Background: an optimization exercise with open tools, aiming at small area. Do not read the settings as production practice.
In this exercise RTL edits were held to simulation tests only and were not proved equivalent to the original.

==> build 82: inputs <==
==> flow/design.v <==
module bimode_pred_top (
  input  logic        clk,
  input  logic        rst,
  input  logic        pred_valid,
  output logic        pred_ready,
  input  logic [63:0] branch_address,
  output logic        pred_resp_valid,
  output logic        prediction,
  output logic        pred_resp_squash,
  input  logic        upd_valid,
  input  logic        real_ton,
  output logic        upd_mispredict,
  output logic        upd_err,
  output logic [2:0]  inflight_cnt,
  output logic [15:0] total_cnt,
  output logic [15:0] hit_cnt
);
  localparam logic [1:0] CH_RST = 2'b01;
  localparam logic [3:0] DR_RST = 4'b1001;   
  function automatic logic [1:0] sat2(input logic [1:0] c, input logic up);
    sat2 = {(c[1] & c[0]) | (c[1] & up) | (c[0] & up),
            (c[1] & up) | (c[1] & ~c[0]) | (up & ~c[0])};
  endfunction
  logic        tbl_vld_q;
  logic [7:0]  spec_hist_q, arch_hist_q;
  logic        rec_q;
  logic        resp_valid_q, prediction_q, squash_q, mispredict_q, err_q;
  logic [2:0]  cnt_q;
  logic [15:0] total_q, hit_q;
  logic [7:0]  e_cidx [4];
  logic        e_bank [4];
  logic        e_pred [4];
  logic [1:0]  e_cch  [4];
  logic [3:0]  e_cdr  [4];   
  logic [7:0]  e_didx [4];   
  logic [7:0]  h_cidx, h_didx;
  logic        h_bank, h_pred;
  logic [1:0]  h_cch, h_sel, sel_new;
  logic [3:0]  h_cdr, dr_new;
  logic        q_empty, q_full, resolve, misp, choice_upd, ch_we;
  logic [1:0]  ch_new;
  assign e_didx[0] = e_cidx[0] ^ arch_hist_q;
  assign e_didx[1] = e_cidx[1] ^ {arch_hist_q[6:0], e_pred[0]};
  assign e_didx[2] = e_cidx[2] ^ {arch_hist_q[5:0], e_pred[0], e_pred[1]};
  assign e_didx[3] = e_cidx[3] ^ {arch_hist_q[4:0], e_pred[0], e_pred[1], e_pred[2]};
  assign h_cidx = e_cidx[0];
  assign h_didx = e_didx[0];
  assign h_bank = e_bank[0];
  assign h_pred = e_pred[0];
  assign h_cch  = e_cch[0];
  assign h_cdr  = e_cdr[0];
  assign q_empty    = (cnt_q == 3'd0);
  assign q_full     = cnt_q[2];
  assign resolve    = upd_valid & ~q_empty;
  assign misp       = resolve & (real_ton ^ h_pred);
  assign h_sel      = h_bank ? h_cdr[3:2] : h_cdr[1:0];
  assign sel_new    = sat2(h_sel, real_ton);
  assign dr_new     = h_bank ? {sel_new, h_cdr[1:0]} : {h_cdr[3:2], sel_new};
  assign choice_upd = ~((h_bank ^ real_ton) & ~(h_sel[1] ^ real_ton));
  assign ch_we      = resolve & choice_upd;
  assign ch_new     = sat2(h_cch, real_ton);
  logic [511:0]  ch_q;
  logic [1023:0] dr_q;
  logic [15:0]   ch_hi, ch_lo, dr_hi, dr_lo;
  always_comb begin
    for (int j = 0; j < 16; j++) begin
      ch_hi[j] = (ch_we & (h_cidx[7:4] == 4'(j))) | ~tbl_vld_q;
      ch_lo[j] = (h_cidx[3:0] == 4'(j)) | ~tbl_vld_q;
      dr_hi[j] = (resolve & (h_didx[7:4] == 4'(j))) | ~tbl_vld_q;
      dr_lo[j] = (h_didx[3:0] == 4'(j)) | ~tbl_vld_q;
    end
  end
  logic [1:0] ch_wd;
  logic [3:0] dr_wd;
  assign ch_wd = (ch_new ^ CH_RST) & {2{tbl_vld_q}};
  assign dr_wd = (dr_new ^ DR_RST) & {4{tbl_vld_q}};
  for (genvar i = 0; i < 256; i++) begin : g_tbl
    always_ff @(posedge clk) begin
      if (ch_hi[i / 16] & ch_lo[i % 16]) ch_q[2*i +: 2] <= ch_wd;
      if (dr_hi[i / 16] & dr_lo[i % 16]) dr_q[4*i +: 4] <= dr_wd;
    end
  end
  logic [7:0] base_idx, dir_idx;
  logic [1:0] ch_rd;
  logic [3:0] dr_rd;
  logic       bank_sel, pred_dir, accept, push;
  logic [1:0] p_cch;
  logic [3:0] p_cdr;
  assign base_idx = branch_address[9:2];
  assign dir_idx  = base_idx ^ spec_hist_q;
  assign ch_rd    = (ch_q[2*base_idx +: 2] & {2{tbl_vld_q}}) ^ CH_RST;
  assign dr_rd    = (dr_q[4*dir_idx +: 4] & {4{tbl_vld_q}}) ^ DR_RST;
  assign bank_sel = ch_rd[1];
  assign pred_dir = bank_sel ? dr_rd[3] : dr_rd[1];
  assign pred_ready = ~rec_q & ~q_full;
  assign accept     = pred_valid & pred_ready;
  assign push       = accept & ~misp;
  assign p_cch = (ch_we & (base_idx == h_cidx)) ? ch_new : ch_rd;
  assign p_cdr = (resolve & (dir_idx == h_didx)) ? dr_new : dr_rd;
  logic [1:0] f_cch [5];
  logic [3:0] f_cdr [5];
  logic [7:0] f_cidx [5];
  logic       f_bank [5], f_pred [5];
  for (genvar k = 0; k < 4; k++) begin : g_f
    assign f_cch[k]  = (ch_we & (e_cidx[k] == h_cidx)) ? ch_new : e_cch[k];
    assign f_cdr[k]  = (resolve & (e_didx[k] == h_didx)) ? dr_new : e_cdr[k];
    assign f_cidx[k] = e_cidx[k];
    assign f_bank[k] = e_bank[k];
    assign f_pred[k] = e_pred[k];
  end
  assign f_cch[4]  = '0;
  assign f_cdr[4]  = '0;
  assign f_cidx[4] = '0;
  assign f_bank[4] = '0;
  assign f_pred[4] = '0;
  logic [2:0] wr_slot;
  assign wr_slot = cnt_q - 3'(resolve);
  for (genvar k = 0; k < 4; k++) begin : g_q
    logic wr_k;
    assign wr_k = push & (wr_slot == 3'(k));
    always_ff @(posedge clk) begin
      if (wr_k) begin
        e_cidx[k] <= base_idx;
        e_bank[k] <= bank_sel;
        e_pred[k] <= pred_dir;
        e_cch[k]  <= p_cch;
        e_cdr[k]  <= p_cdr;
      end else if (resolve) begin
        e_cidx[k] <= f_cidx[k+1];
        e_bank[k] <= f_bank[k+1];
        e_pred[k] <= f_pred[k+1];
        e_cch[k]  <= f_cch[k+1];
        e_cdr[k]  <= f_cdr[k+1];
      end else begin
        e_cch[k]  <= f_cch[k];
        e_cdr[k]  <= f_cdr[k];
      end
    end
  end
  always_ff @(posedge clk or posedge rst) begin
    if (rst) begin
      tbl_vld_q    <= 1'b0;
      spec_hist_q  <= '0;
      arch_hist_q  <= '0;
      rec_q        <= 1'b0;
      resp_valid_q <= 1'b0;
      prediction_q <= 1'b0;
      squash_q     <= 1'b0;
      mispredict_q <= 1'b0;
      err_q        <= 1'b0;
      cnt_q        <= '0;
      total_q      <= '0;
      hit_q        <= '0;
    end else begin
      tbl_vld_q    <= 1'b1;
      if (resolve) arch_hist_q <= {arch_hist_q[6:0], real_ton};
      if (misp)        spec_hist_q <= {arch_hist_q[6:0], real_ton};
      else if (accept) spec_hist_q <= {spec_hist_q[6:0], pred_dir};
      rec_q        <= misp;
      resp_valid_q <= accept;
      prediction_q <= accept & pred_dir;
      squash_q     <= accept & misp;
      mispredict_q <= misp;
      err_q        <= upd_valid & q_empty;
      if (misp) cnt_q <= '0;
      else      cnt_q <= cnt_q + 3'(push) - 3'(resolve);
      if (resolve && (total_q != '1)) total_q <= total_q + 16'd1;
      if (resolve && !misp && (hit_q != '1)) hit_q <= hit_q + 16'd1;
    end
  end
  assign pred_resp_valid  = resp_valid_q;
  assign prediction       = prediction_q;
  assign pred_resp_squash = squash_q;
  assign upd_mispredict   = mispredict_q;
  assign upd_err          = err_q;
  assign inflight_cnt     = cnt_q;
  assign total_cnt        = total_q;
  assign hit_cnt          = hit_q;
endmodule
==> flow/flow/run.sh <==
#!/bin/bash
set -euo pipefail
CTS="-sink_clustering_enable -repair_clock_nets -dont_use_dummy_load -sink_clustering_size 16 -sink_clustering_max_diameter 40 -buf_list sky130_fd_sc_hd__clkbuf_8 -root_buf sky130_fd_sc_hd__clkbuf_16"
bash standard.sh "CTS_ARGS=$CTS" finish > standard_flow.log 2>&1
==> flow/standard.sh <==
#!/bin/bash
# synth_recipe.tcl (not shown) runs the flow's synth.tcl, then flattens the netlist and writes it again
# the make line also repeats each setting of config.mk as NAME=value (left out here)
make -C /OpenROAD-flow-scripts/flow DESIGN_CONFIG=/design/flow/config.mk WORK_HOME=/design/flow/orfs CLKGATE_MAP_FILE= SYNTH_SCRIPT=/design/flow/synth_recipe.tcl "${@:-finish}"
==> flow/config.mk <==
export PLATFORM = sky130hd
export DESIGN_NAME = bimode_pred_top
export DESIGN_NICKNAME = bimode_pred_top
export VERILOG_FILES = /design/flow/design.v
export SDC_FILE = /design/flow/constraint.sdc
export NUM_CORES = 4
export LEC_CHECK = 0
export CAP_MARGIN = 20
export CORE_MARGIN = 2
export CORE_UTILIZATION = 60
export PLACE_DENSITY = 0.8
export SLEW_MARGIN = 20
==> flow/constraint.sdc <==
create_clock -name core_clock -period 10.0 [get_ports {clk}]
set_input_delay 2.0000 -clock core_clock [delete_from_list [all_inputs] [get_ports {clk}]]
set_output_delay 2.0000 -clock core_clock [all_outputs]
set_load 0.01 [all_outputs]
==> trial 63 (differences from build 82) <==
--- a/flow/design.v
+++ b/flow/design.v
@@ -26,29 +26,26 @@
   logic        rec_q;
   logic        resp_valid_q, prediction_q, squash_q, mispredict_q, err_q;
   logic [2:0]  cnt_q;
+  logic [1:0]  rd_ptr_q;
   logic [15:0] total_q, hit_q;
   logic [7:0]  e_cidx [4];
+  logic [7:0]  e_didx [4];
   logic        e_bank [4];
   logic        e_pred [4];
   logic [1:0]  e_cch  [4];
   logic [3:0]  e_cdr  [4];   
-  logic [7:0]  e_didx [4];   
   logic [7:0]  h_cidx, h_didx;
   logic        h_bank, h_pred;
   logic [1:0]  h_cch, h_sel, sel_new;
   logic [3:0]  h_cdr, dr_new;
   logic        q_empty, q_full, resolve, misp, choice_upd, ch_we;
   logic [1:0]  ch_new;
-  assign e_didx[0] = e_cidx[0] ^ arch_hist_q;
-  assign e_didx[1] = e_cidx[1] ^ {arch_hist_q[6:0], e_pred[0]};
-  assign e_didx[2] = e_cidx[2] ^ {arch_hist_q[5:0], e_pred[0], e_pred[1]};
-  assign e_didx[3] = e_cidx[3] ^ {arch_hist_q[4:0], e_pred[0], e_pred[1], e_pred[2]};
-  assign h_cidx = e_cidx[0];
-  assign h_didx = e_didx[0];
-  assign h_bank = e_bank[0];
-  assign h_pred = e_pred[0];
-  assign h_cch  = e_cch[0];
-  assign h_cdr  = e_cdr[0];
+  assign h_cidx = e_cidx[rd_ptr_q];
+  assign h_didx = e_didx[rd_ptr_q];
+  assign h_bank = e_bank[rd_ptr_q];
+  assign h_pred = e_pred[rd_ptr_q];
+  assign h_cch  = e_cch[rd_ptr_q];
+  assign h_cdr  = e_cdr[rd_ptr_q];
   assign q_empty    = (cnt_q == 3'd0);
   assign q_full     = cnt_q[2];
   assign resolve    = upd_valid & ~q_empty;
@@ -97,43 +94,24 @@
   assign push       = accept & ~misp;
   assign p_cch = (ch_we & (base_idx == h_cidx)) ? ch_new : ch_rd;
   assign p_cdr = (resolve & (dir_idx == h_didx)) ? dr_new : dr_rd;
-  logic [1:0] f_cch [5];
-  logic [3:0] f_cdr [5];
-  logic [7:0] f_cidx [5];
-  logic       f_bank [5], f_pred [5];
-  for (genvar k = 0; k < 4; k++) begin : g_f
-    assign f_cch[k]  = (ch_we & (e_cidx[k] == h_cidx)) ? ch_new : e_cch[k];
-    assign f_cdr[k]  = (resolve & (e_didx[k] == h_didx)) ? dr_new : e_cdr[k];
-    assign f_cidx[k] = e_cidx[k];
-    assign f_bank[k] = e_bank[k];
-    assign f_pred[k] = e_pred[k];
-  end
-  assign f_cch[4]  = '0;
-  assign f_cdr[4]  = '0;
-  assign f_cidx[4] = '0;
-  assign f_bank[4] = '0;
-  assign f_pred[4] = '0;
-  logic [2:0] wr_slot;
-  assign wr_slot = cnt_q - 3'(resolve);
+  logic [1:0] wr_ptr;
+  assign wr_ptr = rd_ptr_q + cnt_q[1:0];
   for (genvar k = 0; k < 4; k++) begin : g_q
-    logic wr_k;
-    assign wr_k = push & (wr_slot == 3'(k));
+    logic wr_k, fch_k, fdr_k;
+    assign wr_k  = push & (wr_ptr == 2'(k));
+    assign fch_k = ch_we & (e_cidx[k] == h_cidx);
+    assign fdr_k = resolve & (e_didx[k] == h_didx);
     always_ff @(posedge clk) begin
       if (wr_k) begin
         e_cidx[k] <= base_idx;
+        e_didx[k] <= dir_idx;
         e_bank[k] <= bank_sel;
         e_pred[k] <= pred_dir;
         e_cch[k]  <= p_cch;
         e_cdr[k]  <= p_cdr;
-      end else if (resolve) begin
-        e_cidx[k] <= f_cidx[k+1];
-        e_bank[k] <= f_bank[k+1];
-        e_pred[k] <= f_pred[k+1];
-        e_cch[k]  <= f_cch[k+1];
-        e_cdr[k]  <= f_cdr[k+1];
       end else begin
-        e_cch[k]  <= f_cch[k];
-        e_cdr[k]  <= f_cdr[k];
+        if (fch_k) e_cch[k] <= ch_new;
+        if (fdr_k) e_cdr[k] <= dr_new;
       end
     end
   end
@@ -149,6 +127,7 @@
       mispredict_q <= 1'b0;
       err_q        <= 1'b0;
       cnt_q        <= '0;
+      rd_ptr_q     <= '0;
       total_q      <= '0;
       hit_q        <= '0;
     end else begin
@@ -164,6 +143,7 @@
       err_q        <= upd_valid & q_empty;
       if (misp) cnt_q <= '0;
       else      cnt_q <= cnt_q + 3'(push) - 3'(resolve);
+      if (resolve) rd_ptr_q <= rd_ptr_q + 2'd1;
       if (resolve && (total_q != '1)) total_q <= total_q + 16'd1;
       if (resolve && !misp && (hit_q != '1)) hit_q <= hit_q + 16'd1;
     end
==> trial 51 (differences from build 82) <==
==> flow/design.v (replaced) <==
module bimode_pred_top (
  input  logic        clk,
  input  logic        rst,
  input  logic        pred_valid,
  output logic        pred_ready,
  input  logic [63:0] branch_address,
  output logic        pred_resp_valid,
  output logic        prediction,
  output logic        pred_resp_squash,
  input  logic        upd_valid,
  input  logic        real_ton,
  output logic        upd_mispredict,
  output logic        upd_err,
  output logic [2:0]  inflight_cnt,
  output logic [15:0] total_cnt,
  output logic [15:0] hit_cnt
);
  localparam logic [1:0] CH_RST = 2'b01;
  localparam logic [1:0] TK_RST = 2'b10;
  localparam logic [1:0] NT_RST = 2'b01;
  function automatic logic [1:0] sat2(input logic [1:0] c, input logic up);
    sat2 = {(c[1] & c[0]) | (c[1] & up) | (c[0] & up),
            (c[1] & up) | (c[1] & ~c[0]) | (up & ~c[0])};
  endfunction
  logic        tbl_vld_q;
  logic [7:0]  spec_hist_q, arch_hist_q;
  logic        rec_q;
  logic        resp_valid_q, prediction_q, squash_q, mispredict_q, err_q;
  logic [2:0]  cnt_q;
  logic [1:0]  rd_ptr_q;
  logic [15:0] total_q, hit_q;
  logic [7:0]  e_cidx [4];
  logic [7:0]  e_didx [4];
  logic        e_bank [4];
  logic        e_pred [4];
  logic [1:0]  e_cch  [4];
  logic [1:0]  e_cdir [4];
  logic [7:0]  h_cidx, h_didx;
  logic        h_bank, h_pred;
  logic [1:0]  h_cch, h_cdir;
  logic        q_empty, q_full, resolve, misp, choice_upd, ch_we;
  logic [1:0]  ch_new, dir_new;
  assign h_cidx = e_cidx[rd_ptr_q];
  assign h_didx = e_didx[rd_ptr_q];
  assign h_bank = e_bank[rd_ptr_q];
  assign h_pred = e_pred[rd_ptr_q];
  assign h_cch  = e_cch[rd_ptr_q];
  assign h_cdir = e_cdir[rd_ptr_q];
  assign q_empty    = (cnt_q == 3'd0);
  assign q_full     = cnt_q[2];
  assign resolve    = upd_valid & ~q_empty;
  assign misp       = resolve & (real_ton ^ h_pred);
  assign choice_upd = ~((h_bank ^ real_ton) & ~(h_cdir[1] ^ real_ton));
  assign ch_we      = resolve & choice_upd;
  assign ch_new     = sat2(h_cch, real_ton);
  assign dir_new    = sat2(h_cdir, real_ton);
  logic [511:0] ch_q, tk_q, nt_q;
  logic [15:0]  ch_hi, ch_lo, dr_hi, tk_hi, nt_hi, dr_lo;
  always_comb begin
    for (int j = 0; j < 16; j++) begin
      ch_hi[j] = ch_we & (h_cidx[7:4] == 4'(j));
      ch_lo[j] = (h_cidx[3:0] == 4'(j));
      dr_hi[j] = resolve & (h_didx[7:4] == 4'(j));
      dr_lo[j] = (h_didx[3:0] == 4'(j));
    end
    tk_hi = dr_hi & {16{h_bank}};
    nt_hi = dr_hi & {16{~h_bank}};
    ch_hi = ch_hi | {16{~tbl_vld_q}};
    ch_lo = ch_lo | {16{~tbl_vld_q}};
    tk_hi = tk_hi | {16{~tbl_vld_q}};
    nt_hi = nt_hi | {16{~tbl_vld_q}};
    dr_lo = dr_lo | {16{~tbl_vld_q}};
  end
  logic [1:0] ch_wd, tk_wd, nt_wd;
  assign ch_wd = ch_new ^ CH_RST;
  assign tk_wd = dir_new ^ TK_RST;
  assign nt_wd = dir_new ^ NT_RST;
  for (genvar i = 0; i < 256; i++) begin : g_tbl
    logic ch_s, tk_s, nt_s;
    assign ch_s = ch_hi[i / 16] & ch_lo[i % 16];
    assign tk_s = tk_hi[i / 16] & dr_lo[i % 16];
    assign nt_s = nt_hi[i / 16] & dr_lo[i % 16];
    always_ff @(posedge clk) begin
      if (ch_s) ch_q[2*i +: 2] <= ch_wd & {2{tbl_vld_q}};
      if (tk_s) tk_q[2*i +: 2] <= tk_wd & {2{tbl_vld_q}};
      if (nt_s) nt_q[2*i +: 2] <= nt_wd & {2{tbl_vld_q}};
    end
  end
  logic [7:0] base_idx, dir_idx;
  logic [1:0] ch_rd, tk_rd, nt_rd, sel_rd;
  logic       bank_sel, pred_dir, accept, push;
  logic [1:0] p_cch, p_cdir;
  assign base_idx = branch_address[9:2];
  assign dir_idx  = base_idx ^ spec_hist_q;
  assign ch_rd    = (ch_q[2*base_idx +: 2] & {2{tbl_vld_q}}) ^ CH_RST;
  assign tk_rd    = (tk_q[2*dir_idx +: 2] & {2{tbl_vld_q}}) ^ TK_RST;
  assign nt_rd    = (nt_q[2*dir_idx +: 2] & {2{tbl_vld_q}}) ^ NT_RST;
  assign bank_sel = ch_rd[1];
  assign sel_rd   = bank_sel ? tk_rd : nt_rd;
  assign pred_dir = sel_rd[1];
  assign pred_ready = ~rec_q & ~q_full;
  assign accept     = pred_valid & pred_ready;
  assign push       = accept & ~misp;
  assign p_cch  = (ch_we & (base_idx == h_cidx)) ? ch_new : ch_rd;
  assign p_cdir = (resolve & (bank_sel == h_bank) & (dir_idx == h_didx)) ? dir_new : sel_rd;
  logic [1:0] wr_ptr;
  assign wr_ptr = rd_ptr_q + cnt_q[1:0];
  for (genvar k = 0; k < 4; k++) begin : g_q
    logic wr_k, fch_k, fdir_k;
    assign wr_k   = push & (wr_ptr == 2'(k));
    assign fch_k  = ch_we & (e_cidx[k] == h_cidx);
    assign fdir_k = resolve & (e_bank[k] == h_bank) & (e_didx[k] == h_didx);
    always_ff @(posedge clk) begin
      if (wr_k) begin
        e_cidx[k] <= base_idx;
        e_didx[k] <= dir_idx;
        e_bank[k] <= bank_sel;
        e_pred[k] <= pred_dir;
        e_cch[k]  <= p_cch;
        e_cdir[k] <= p_cdir;
      end else begin
        if (fch_k)  e_cch[k]  <= ch_new;
        if (fdir_k) e_cdir[k] <= dir_new;
      end
    end
  end
  always_ff @(posedge clk or posedge rst) begin
    if (rst) begin
      tbl_vld_q    <= 1'b0;
      spec_hist_q  <= '0;
      arch_hist_q  <= '0;
      rec_q        <= 1'b0;
      resp_valid_q <= 1'b0;
      prediction_q <= 1'b0;
      squash_q     <= 1'b0;
      mispredict_q <= 1'b0;
      err_q        <= 1'b0;
      cnt_q        <= '0;
      rd_ptr_q     <= '0;
      total_q      <= '0;
      hit_q        <= '0;
    end else begin
      tbl_vld_q    <= 1'b1;
      if (resolve) arch_hist_q <= {arch_hist_q[6:0], real_ton};
      if (misp)        spec_hist_q <= {arch_hist_q[6:0], real_ton};
      else if (accept) spec_hist_q <= {spec_hist_q[6:0], pred_dir};
      rec_q        <= misp;
      resp_valid_q <= accept;
      prediction_q <= accept & pred_dir;
      squash_q     <= accept & misp;
      mispredict_q <= misp;
      err_q        <= upd_valid & q_empty;
      if (misp) cnt_q <= '0;
      else      cnt_q <= cnt_q + 3'(push) - 3'(resolve);
      if (resolve) rd_ptr_q <= rd_ptr_q + 2'd1;
      if (resolve && (total_q != '1)) total_q <= total_q + 16'd1;
      if (resolve && !misp && (hit_q != '1)) hit_q <= hit_q + 16'd1;
    end
  end
  assign pred_resp_valid  = resp_valid_q;
  assign prediction       = prediction_q;
  assign pred_resp_squash = squash_q;
  assign upd_mispredict   = mispredict_q;
  assign upd_err          = err_q;
  assign inflight_cnt     = cnt_q;
  assign total_cnt        = total_q;
  assign hit_cnt          = hit_q;
endmodule
==> flow/run.sh (new file) <==
#!/bin/bash
# synth_recipe.tcl (not shown) runs the flow's synth.tcl, then flattens the netlist and writes it again
# the make line also repeats each setting of config.mk as NAME=value (left out here)
make -C /OpenROAD-flow-scripts/flow DESIGN_CONFIG=/design/flow/config.mk WORK_HOME=/design/flow/orfs CLKGATE_MAP_FILE= SYNTH_SCRIPT=/design/flow/synth_recipe.tcl finish
Settings changed: CORE_UTILIZATION 60 to 45, PLACE_DENSITY 0.8 to 0.6.
removed: flow/flow/run.sh
removed: flow/standard.sh
==> notes <==
Area after synthesis, lowest first: build 82, trial 63, trial 51. Global-route usage: build 82 > trial 63 > trial 51. Non-clock buffer count: trial 51 > build 82 > trial 63. Core utilization is about the same in build 82 and trial 63.

==> afterwards: timing with drivers on the ports <==
In the flow no input, the clock included, has a driving cell. The finished layouts below were timed again as built, in two steps.
Step 1 assumes that a clkbuf_16 drives the clock port and a buf_2 every other input.
Step 2 times the ports against the registers' clock, not the clock port: input delays grow and output delays shrink by t, the midpoint of the rising clock arrivals with the driver on.
Slacks: ideal / step 1 / step 2; pairs: ideal / step 1.
run | shift t [ns] | setup slack, ns | pins driven straight from the clock port
build 82 | 0.788 | 3.995 / 4.012 / 3.224 | 1
trial 63 | 0.805 | 3.115 / 3.130 / 2.325 | 1
trial 51 | 0.861 | 3.601 / 3.652 / 2.791 | 1
After both steps setup and hold are still met in every run listed. For trial 51, which loses most, drivers alone change the setup slack by +0.051 ns; drivers and shift together by -0.810 ns.
